This is an optimization exercise on Yosys and OpenROAD, whose aim is a short achievable clock period and few clock cycles per item, not a production implementation.
In this exercise RTL edits were held to simulation tests only and were not proved equivalent to the original.
The flow treats the clock pin as an ideal source. Dropping or thinning the clock tree relies on that and would not hold on a real chip.
No activity file was given, so power comes from the tool's default toggle rates.

// strategy_engine
module strategy_engine
(
  input  logic               clk,
  input  logic               reset_n,
  input  logic               cfg_wr,
  input  logic [SYM_W-1:0]   cfg_sym,
  input  logic [1:0]         cfg_field,
  input  logic [DATA_W-1:0]  cfg_wdata,
  input  logic               dec_valid,
  input  logic               dec_sop,
  input  logic [DATA_W-1:0]  dec_data,
  output logic               dec_ready,
  input  logic               order_ready,
  output logic               order_valid,
  output logic [OID_W-1:0]   order_id,
  output logic [SYM_W-1:0]   order_sym,
  output logic [PRICE_W-1:0] order_price,
  output logic [VOL_W-1:0]   order_qty
);
  localparam int SET_W = 1 + PRICE_W + 2*VOL_W;    
  localparam int ORD_W = SYM_W + PRICE_W + VOL_W;
  function automatic logic [7:0] cmp_nib(input logic [15:0] a, input logic [15:0] b);
    logic [15:0] g1, l1;
    logic [7:0]  g2, l2;
    g1 = a & ~b;
    l1 = ~a & b;
    for (int i = 0; i < 8; i++) begin
      g2[i] = g1[2*i+1] | (~l1[2*i+1] & g1[2*i]);
      l2[i] = l1[2*i+1] | (~g1[2*i+1] & l1[2*i]);
    end
    for (int i = 0; i < 4; i++) begin
      cmp_nib[2*i+1] = g2[2*i+1] | (~l2[2*i+1] & g2[2*i]);
      cmp_nib[2*i]   = l2[2*i+1] | (~g2[2*i+1] & l2[2*i]);
    end
  endfunction
  function automatic logic [1:0] cmp_fin(input logic [7:0] c);
    logic [1:0] g, l;
    for (int i = 0; i < 2; i++) begin
      g[i] = c[4*i+3] | (~c[4*i+2] & c[4*i+1]);
      l[i] = c[4*i+2] | (~c[4*i+3] & c[4*i]);
    end
    cmp_fin = {g[1] | (~l[1] & g[0]), l[1] | (~g[1] & l[0])};
  endfunction
  logic               dec_ready_q;
  logic               v0;        
  logic               sop0;
  logic               new0;      
  logic [SYM_W-1:0]   sym0;
  logic [NUM_SYM-1:0] sel0;      
  logic [15:0]        d0;        
  logic [NUM_SYM-1:0] wsym0;     
  logic [3:0]         wfld0;     
  logic [15:0]        wdata0;
  logic               rst0;      
  assign dec_ready = dec_ready_q;
  always_ff @(posedge clk) begin
    if (!reset_n) begin
      v0    <= 1'b0;
      wsym0 <= '0;
    end else begin
      v0    <= dec_valid & dec_ready_q;
      for (int i = 0; i < NUM_SYM; i++) wsym0[i] <= cfg_wr & (cfg_sym == SYM_W'(i));
    end
  ...
clock: 3.6 ns
lec_check: 0
abc_clock_period_in_ps: 1600
cap_margin: 20
core_margin: 2
core_utilization: 60
setup_slack_margin: 2.5
slew_margin: 20
tns_end_percent: 100
standard.sh (not shown) runs the stock make flow with config.mk's settings and CLKGATE_MAP_FILE= SYNTH_SCRIPT=/design/flow/synth_recipe.tcl, a recipe that flattens the netlist after the stock synthesis.
==> flow/flow/run.sh <==
#!/bin/bash
# The standard layout, with the clock tree built by flow/mycts.tcl (a
# balanced two-level tree: the clock port drives four root buffers, each
# root the leaf buffers of its quadrant, each leaf an equal share of the
# flip-flops) in place of TritonCTS. Everything else is ORFS's own flow.
set -uo pipefail
export PRE_CTS_TCL="$PWD/flow/mycts.tcl"
export MYCTS_NX=8
export MYCTS_NY=6
bash standard.sh > standard.log 2>&1
Other scripts of this flow, unchanged in this note and not shown: flow/flow/mycts.tcl
The baseline never finished: it broke off in global routing on GRT-0232.
Testbench counts at the start, summed over its fixed seeds: cycles 6,336, messages 3,200.
Change:
- SETUP_SLACK_MARGIN: 2.5 -> 2.3
After rerunning: The new run produced a clean layout. Synthesized cell count is unchanged. Area after synthesis does not change.
The clock cells of the second run of this note come from the design's own scripts or RTL, not from TritonCTS.

strategy_engine, a different RTL version from the one above (not shown whole).
Size: roughly 1300 flip-flops, ~130 I/O pins.
clock: 3.6 ns
lec_check: 0
abc_clock_period_in_ps: 1600
cap_margin: 20
core_margin: 2
core_utilization: 70
setup_slack_margin: 2.1
slew_margin: 20
tns_end_percent: 100
Scripts as last shown in full above: flow/flow/run.sh
Other scripts of this flow, unchanged in this note and not shown: flow/flow/mycts.tcl
Testbench counts at the start, summed over its fixed seeds: cycles 6,336, messages 3,200.
Edit:
Settings changed: CORE_UTILIZATION 70 to 60, SETUP_SLACK_MARGIN 2.1 to 2.0.
After rerunning: Worst setup slack gets better by 0.10 ns; sequential power is about the same; flip-flop and latch count is unchanged; sequential share of layout area barely changes; final area is about the same; fmax rises by 6.2%; final cell count rises by 2.8%; wire length goes up by 3.9%; clock skew shrinks by 0.0035 ns; clock power goes up by about 0.9%; total power goes up by 0.30%.
In every run of this note, the design's own scripts or RTL, not TritonCTS, make the clock network.

strategy_engine, a different RTL version from the one above (not shown whole).
Size: roughly 1,300 flip-flops, about 130 I/O pins, ~53,000 µm² of cells after synthesis.
export LEC_CHECK = 0
export CAP_MARGIN = 20
export CORE_MARGIN = 2
export CORE_UTILIZATION = 40
export SLEW_MARGIN = 20
create_clock -name core_clock -period 3.6 [get_ports {clk}]
run.sh (not shown) runs the stock make flow with config.mk's settings and CLKGATE_MAP_FILE= SYNTH_SCRIPT=/design/flow/synth_recipe.tcl, a recipe that flattens the netlist after the stock synthesis.
Stock flow here: none of the scripts above is used.
The baseline completed with no timing, DRC or antenna violations.
Testbench counts at the start, summed over its fixed seeds: cycles 6,326, messages 3,200.
==> next run, changes <==
--- a/flow/config.mk
+++ b/flow/config.mk
@@ -7,2 +7,3 @@
 export LEC_CHECK = 0
+export ABC_CLOCK_PERIOD_IN_PS = 1600
 export CAP_MARGIN = 20
@@ -10,2 +11,4 @@
 export CORE_UTILIZATION = 40
+export SETUP_SLACK_MARGIN = 2.0
 export SLEW_MARGIN = 20
+export TNS_END_PERCENT = 100
What happened:
- The changed run passed the timing, DRC and antenna checks
- count of clock-buffer cells in the layout rose by 4
- cell area is higher by 9.6%
- clock power barely changes
- clock skew is about the same
- hold slack gains 0.013 ns
- synthesized cell count does not change

Setup of rev 12:
The RTL this note starts from:
==> flow/design.v <==
package t2t_pkg;
  localparam int DATA_W  = 32;
  localparam int SYM_W   = 4;
  localparam int NUM_SYM = 16;
  localparam int PRICE_W = 16;
  localparam int VOL_W   = 16;
  localparam int OID_W   = 16;
  localparam int MSG_TYPE_HI = 31;
  localparam int MSG_TYPE_LO = 30;
  localparam int SYM_HI = 29;
  localparam int SYM_LO = 26;
  localparam logic [1:0] MSG_NEW    = 2'd0;
  localparam logic [1:0] MSG_TRADE  = 2'd1;
  localparam logic [1:0] MSG_CANCEL = 2'd2;
  localparam logic [1:0] MSG_OTHER  = 2'd3;
  localparam logic [1:0] ST_WAIT  = 2'd0;
  localparam logic [1:0] ST_LD    = 2'd1;
  localparam logic [1:0] ST_CMP   = 2'd2;
  localparam logic [1:0] ST_ISSUE = 2'd3;
  localparam logic [1:0] FLD_ENABLE      = 2'd0;
  localparam logic [1:0] FLD_PRICE_LIMIT = 2'd1;
  localparam logic [1:0] FLD_MIN_VOLUME  = 2'd2;
  localparam logic [1:0] FLD_ORDER_QTY   = 2'd3;
endpackage
import t2t_pkg::*;
module strategy_engine
(
  input  logic               clk,
  input  logic               reset_n,
  input  logic               cfg_wr,
  input  logic [SYM_W-1:0]   cfg_sym,
  input  logic [1:0]         cfg_field,
  input  logic [DATA_W-1:0]  cfg_wdata,
  input  logic               dec_valid,
  input  logic               dec_sop,
  input  logic [DATA_W-1:0]  dec_data,
  output logic               dec_ready,
  input  logic               order_ready,
  output logic               order_valid,
  output logic [OID_W-1:0]   order_id,
  output logic [SYM_W-1:0]   order_sym,
  output logic [PRICE_W-1:0] order_price,
  output logic [VOL_W-1:0]   order_qty
);
  localparam int SET_W = 1 + PRICE_W + 2*VOL_W;    
  localparam int ORD_W = SYM_W + PRICE_W + VOL_W;
  function automatic logic [7:0] cmp_nib(input logic [15:0] a, input logic [15:0] b);
    logic [15:0] g1, l1;
    logic [7:0]  g2, l2;
    g1 = a & ~b;
    l1 = ~a & b;
    for (int i = 0; i < 8; i++) begin
      g2[i] = g1[2*i+1] | (~l1[2*i+1] & g1[2*i]);
      l2[i] = l1[2*i+1] | (~g1[2*i+1] & l1[2*i]);
    end
    for (int i = 0; i < 4; i++) begin
      cmp_nib[2*i+1] = g2[2*i+1] | (~l2[2*i+1] & g2[2*i]);
      cmp_nib[2*i]   = l2[2*i+1] | (~g2[2*i+1] & l2[2*i]);
    end
  endfunction
  function automatic logic [1:0] cmp_fin(input logic [7:0] c);
    logic [1:0] g, l;
    for (int i = 0; i < 2; i++) begin
      g[i] = c[4*i+3] | (~c[4*i+2] & c[4*i+1]);
      l[i] = c[4*i+2] | (~c[4*i+3] & c[4*i]);
    end
    cmp_fin = {g[1] | (~l[1] & g[0]), l[1] | (~g[1] & l[0])};
  endfunction
  logic               dec_ready_q;
  logic               v0;        
  logic               sop0;
  logic               new0;      
  logic [SYM_W-1:0]   sym0;
  logic [NUM_SYM-1:0] sel0;      
  logic [15:0]        d0;        
  logic [NUM_SYM-1:0] wsym0;     
  logic [3:0]         wfld0;     
  logic [15:0]        wdata0;
  logic               rst0;      
  assign dec_ready = dec_ready_q;
  always_ff @(posedge clk) begin
    if (!reset_n) begin
      v0    <= 1'b0;
      wsym0 <= '0;
    end else begin
      v0    <= dec_valid & dec_ready_q;
      for (int i = 0; i < NUM_SYM; i++) wsym0[i] <= cfg_wr & (cfg_sym == SYM_W'(i));
    end
    rst0   <= ~reset_n;
    sop0   <= dec_sop;
    new0   <= dec_sop & (dec_data[MSG_TYPE_HI:MSG_TYPE_LO] == MSG_NEW);
    sym0   <= dec_data[SYM_HI:SYM_LO];
    for (int i = 0; i < NUM_SYM; i++) sel0[i] <= (dec_data[SYM_HI:SYM_LO] == SYM_W'(i));
    d0     <= dec_data[15:0];
    for (int f = 0; f < 4; f++) wfld0[f] <= (cfg_field == 2'(f));
    wdata0 <= cfg_wdata[15:0];
  end
  logic [NUM_SYM-1:0] enable_q;
  logic [PRICE_W-1:0] price_limit_q [NUM_SYM];
  logic [VOL_W-1:0]   min_volume_q  [NUM_SYM];
  logic [VOL_W-1:0]   order_qty_q   [NUM_SYM];
  always_ff @(posedge clk) begin
    if (rst0) begin
      enable_q <= '0;
      for (int i = 0; i < NUM_SYM; i++) begin
        price_limit_q[i] <= '0;
        min_volume_q[i]  <= '0;
        order_qty_q[i]   <= '0;
      end
    end else begin
      for (int i = 0; i < NUM_SYM; i++) begin
        if (wsym0[i] & wfld0[FLD_ENABLE])      enable_q[i]      <= wdata0[0];
        if (wsym0[i] & wfld0[FLD_PRICE_LIMIT]) price_limit_q[i] <= wdata0[PRICE_W-1:0];
        if (wsym0[i] & wfld0[FLD_MIN_VOLUME])  min_volume_q[i]  <= wdata0[VOL_W-1:0];
        if (wsym0[i] & wfld0[FLD_ORDER_QTY])   order_qty_q[i]   <= wdata0[VOL_W-1:0];
      end
    end
  end
  logic [SET_W-1:0]   cand1 [2];
  logic               v1;
  logic               sop1;
  logic               new1;
  logic               ld1;       
  logic [SYM_W-1:0]   sym1;
  logic [15:0]        d1;
  logic [SET_W-1:0]   cand0 [2];
  always_comb begin
    for (int j = 0; j < 2; j++) begin
      cand0[j] = '0;
      for (int k = 0; k < 8; k++)
        cand0[j] = cand0[j] | ({SET_W{sel0[8*j+k]}} &
                   {enable_q[8*j+k], price_limit_q[8*j+k], min_volume_q[8*j+k], order_qty_q[8*j+k]});
    end
  end
  always_ff @(posedge clk) begin
    for (int j = 0; j < 2; j++) cand1[j] <= cand0[j];
    if (!reset_n) begin
      v1  <= 1'b0;
      ld1 <= 1'b0;
    end else begin
      v1  <= v0;
      ld1 <= v0 & new0;
    end
    sop1 <= sop0;
    new1 <= new0;
    sym1 <= sym0;
    d1   <= d0;
  end
  logic [SET_W-1:0]   rd1;
  assign rd1 = cand1[0] | cand1[1];
  logic               busy;
  logic               hd_en;
  logic [SYM_W-1:0]   hd_sym;
  logic [PRICE_W-1:0] hd_price;
  logic [PRICE_W-1:0] hd_lim;
  logic [VOL_W-1:0]   hd_minv;
  logic [VOL_W-1:0]   hd_qty;
  logic               b2_1;      
  logic [VOL_W-1:0]   vol1;
  logic [7:0]         c_price;   
  logic [7:0]         c_vol;     
  logic [7:0]         c_qty;     
  always_ff @(posedge clk) begin
    if (!reset_n) begin
      busy     <= 1'b0;
      b2_1     <= 1'b0;
      hd_sym   <= '0;
      hd_price <= '0;
      {hd_en, hd_lim, hd_minv, hd_qty} <= '0;
    end else begin
      if (v1) busy <= new1;
      b2_1 <= v1 & busy & ~sop1;
      if (ld1) begin
        hd_sym   <= sym1;
        hd_price <= d1;
        {hd_en, hd_lim, hd_minv, hd_qty} <= rd1;
      end
    end
    vol1 <= d1;
    c_price <= cmp_nib(hd_price, hd_lim);
    c_vol   <= cmp_nib(hd_minv, d1);
    c_qty   <= cmp_nib(d1, hd_qty);
  end
  logic [1:0]         f_price;
  logic [1:0]         f_vol;
  logic [1:0]         f_qty;
  logic               p_valid;
  logic [ORD_W-1:0]   p_ord;
  logic               pass;
  logic [2:0]         fwe;       
  logic [2:0]         wr_ptr;    
  logic [2:0]         wr_nxt;
  assign f_price = cmp_fin(c_price);
  assign f_vol   = cmp_fin(c_vol);
  assign f_qty   = cmp_fin(c_qty);
  assign pass   = b2_1 & hd_en & ~f_price[1] & ~f_vol[1];
  assign wr_nxt = p_valid ? {wr_ptr[1:0], wr_ptr[2]} : wr_ptr;
  always_ff @(posedge clk) begin
    if (!reset_n) begin
      p_valid <= 1'b0;
      fwe     <= 3'b000;
      wr_ptr  <= 3'b001;
    end else begin
      p_valid <= pass;
      fwe     <= {3{pass}} & wr_nxt;
      wr_ptr  <= wr_nxt;
    end
    p_ord <= {hd_sym, hd_price, f_qty[0] ? vol1 : hd_qty};
  end
  logic [ORD_W-1:0]   fifo [3];
  logic [2:0]         rd_ptr;            
  logic [3:0]         fill;              
  logic [ORD_W-1:0]   head;
  logic [OID_W-1:0]   id_inc;
  logic               take, ld, fifo_ne, pop;
  assign take     = order_valid & order_ready;
  assign ld       = ~order_valid | order_ready;
  assign fifo_ne  = ~fill[0];
  assign pop      = ld & fifo_ne;
  always_comb begin
    head = '0;
    for (int i = 0; i < 3; i++) head = head | ({ORD_W{rd_ptr[i]}} & fifo[i]);
  end
  always_comb begin
    for (int i = 0; i < OID_W; i++) id_inc[i] = order_id[i] ^ (&(order_id | ~((16'd1 << i) - 16'd1)));
  end
  always_ff @(posedge clk) begin
    if (!reset_n) begin
      order_valid <= 1'b0;
      order_id    <= '0;
      order_sym   <= '0;
      order_price <= '0;
      order_qty   <= '0;
      rd_ptr      <= 3'b001;
      fill        <= 4'b0001;
    end else begin
      if (ld) begin
        order_valid <= fifo_ne;
        {order_sym, order_price, order_qty} <= head;
      end
      if (take) order_id <= id_inc;
      if (pop)  rd_ptr <= {rd_ptr[1:0], rd_ptr[2]};
      if (p_valid & ~pop)      fill <= {fill[2:0], 1'b0};
      else if (pop & ~p_valid) fill <= {1'b0, fill[3:1]};
    end
    for (int i = 0; i < 3; i++) if (fwe[i]) fifo[i] <= p_ord;
  end
  always_ff @(posedge clk) begin
    if (!reset_n) dec_ready_q <= 1'b1;
    else          dec_ready_q <= fill[0] | (fill[1] & ~order_valid);
  end
endmodule
==> flow/config.mk <==
export PLATFORM = sky130hd
export DESIGN_NAME = strategy_engine
export DESIGN_NICKNAME = strategy_engine
export VERILOG_FILES = /design/flow/design.v
export SDC_FILE = /design/flow/constraint.sdc
export NUM_CORES = 4
export LEC_CHECK = 0
export ABC_CLOCK_PERIOD_IN_PS = 1600
export CAP_MARGIN = 20
export CORE_MARGIN = 2
export CORE_UTILIZATION = 60
export SETUP_SLACK_MARGIN = 2.0
export SLEW_MARGIN = 20
export TNS_END_PERCENT = 100
==> flow/constraint.sdc <==
create_clock -name core_clock -period 3.6 [get_ports {clk}]
set_input_delay 0.7200 -clock core_clock [delete_from_list [all_inputs] [get_ports {clk}]]
set_output_delay 0.7200 -clock core_clock [all_outputs]
set_load 0.01 [all_outputs]
standard.sh (not shown) runs the stock make flow with config.mk's settings and CLKGATE_MAP_FILE= SYNTH_SCRIPT=/design/flow/synth_recipe.tcl, a recipe that flattens the netlist after the stock synthesis.
Scripts as last shown in full above: flow/flow/run.sh
Other scripts of this flow, unchanged in this note and not shown: flow/flow/mycts.tcl
Rev 12 went all the way through synthesis, placement and routing and the layout is clean on timing, DRC and antenna.
Testbench counts of rev 12, summed over its fixed seeds: cycles 6,336, messages 3,200.
[inputs] rev 13 vs rev 12
--- a/flow/config.mk
+++ b/flow/config.mk
@@ -12 +12 @@
-export SETUP_SLACK_MARGIN = 2.0
+export SETUP_SLACK_MARGIN = 2.3
## What came out
- Clock network power share, rev 13 and rev 12: larger value in rev 12
- Changes observed in rev 13 relative to rev 12: first-pass GRT wire length went up 7.3%, maximum frequency went up 2.7%.
- The higher post-cts resize count of rev 13 and rev 12 is in rev 13.
- Summary of rev 13 over rev 12: worst setup slack moved up, power share of the combinational group grew by 2.3 points.
No run of this note takes its clock network from TritonCTS; it comes from the design's own scripts or RTL.

==> separate check: timing with driven ports <==
The results above use ideal ports. As a check the final layouts listed here were re-extracted and re-timed, cells and wires unchanged.
Step 1: set_driving_cell puts a clkbuf_16 on clk and a buf_2 on each other input, an assumption about the parent block.
Step 2 times the ports against the registers' clock, not the clock port: input delays grow and output delays shrink by t, the midpoint of the rising clock arrivals with the driver on.
Slacks: no drivers / after step 1 / after step 2; pairs: no drivers / after step 1.
run | t, ns | setup WS [ns] | worst data-port slew with drivers (ns)
the second run of note 1 | 0.608 | 1.922 / 1.776 / 1.523 | 0.06
the first run of note 2 | 0.594 | 1.811 / 1.795 / 1.687 | 0.08
the second run of note 2 | 0.601 | 1.915 / 1.791 / 1.666 | 0.06
the first run of note 3 | 0.819 | 0.997 / 0.957 / 0.239 | 0.15
the second run of note 3 | 0.841 | 1.073 / 1.073 / 0.860 | 0.15
rev 12 | 0.605 | 1.900 / 1.750 / 1.617 | 0.07
rev 13 | 0.610 | 1.945 / 1.794 / 1.642 | 0.07
After both steps setup and hold are still met in every run listed. For the first run of note 3, which loses most, drivers alone change the setup slack by -0.040 ns; drivers and shift together by -0.758 ns.
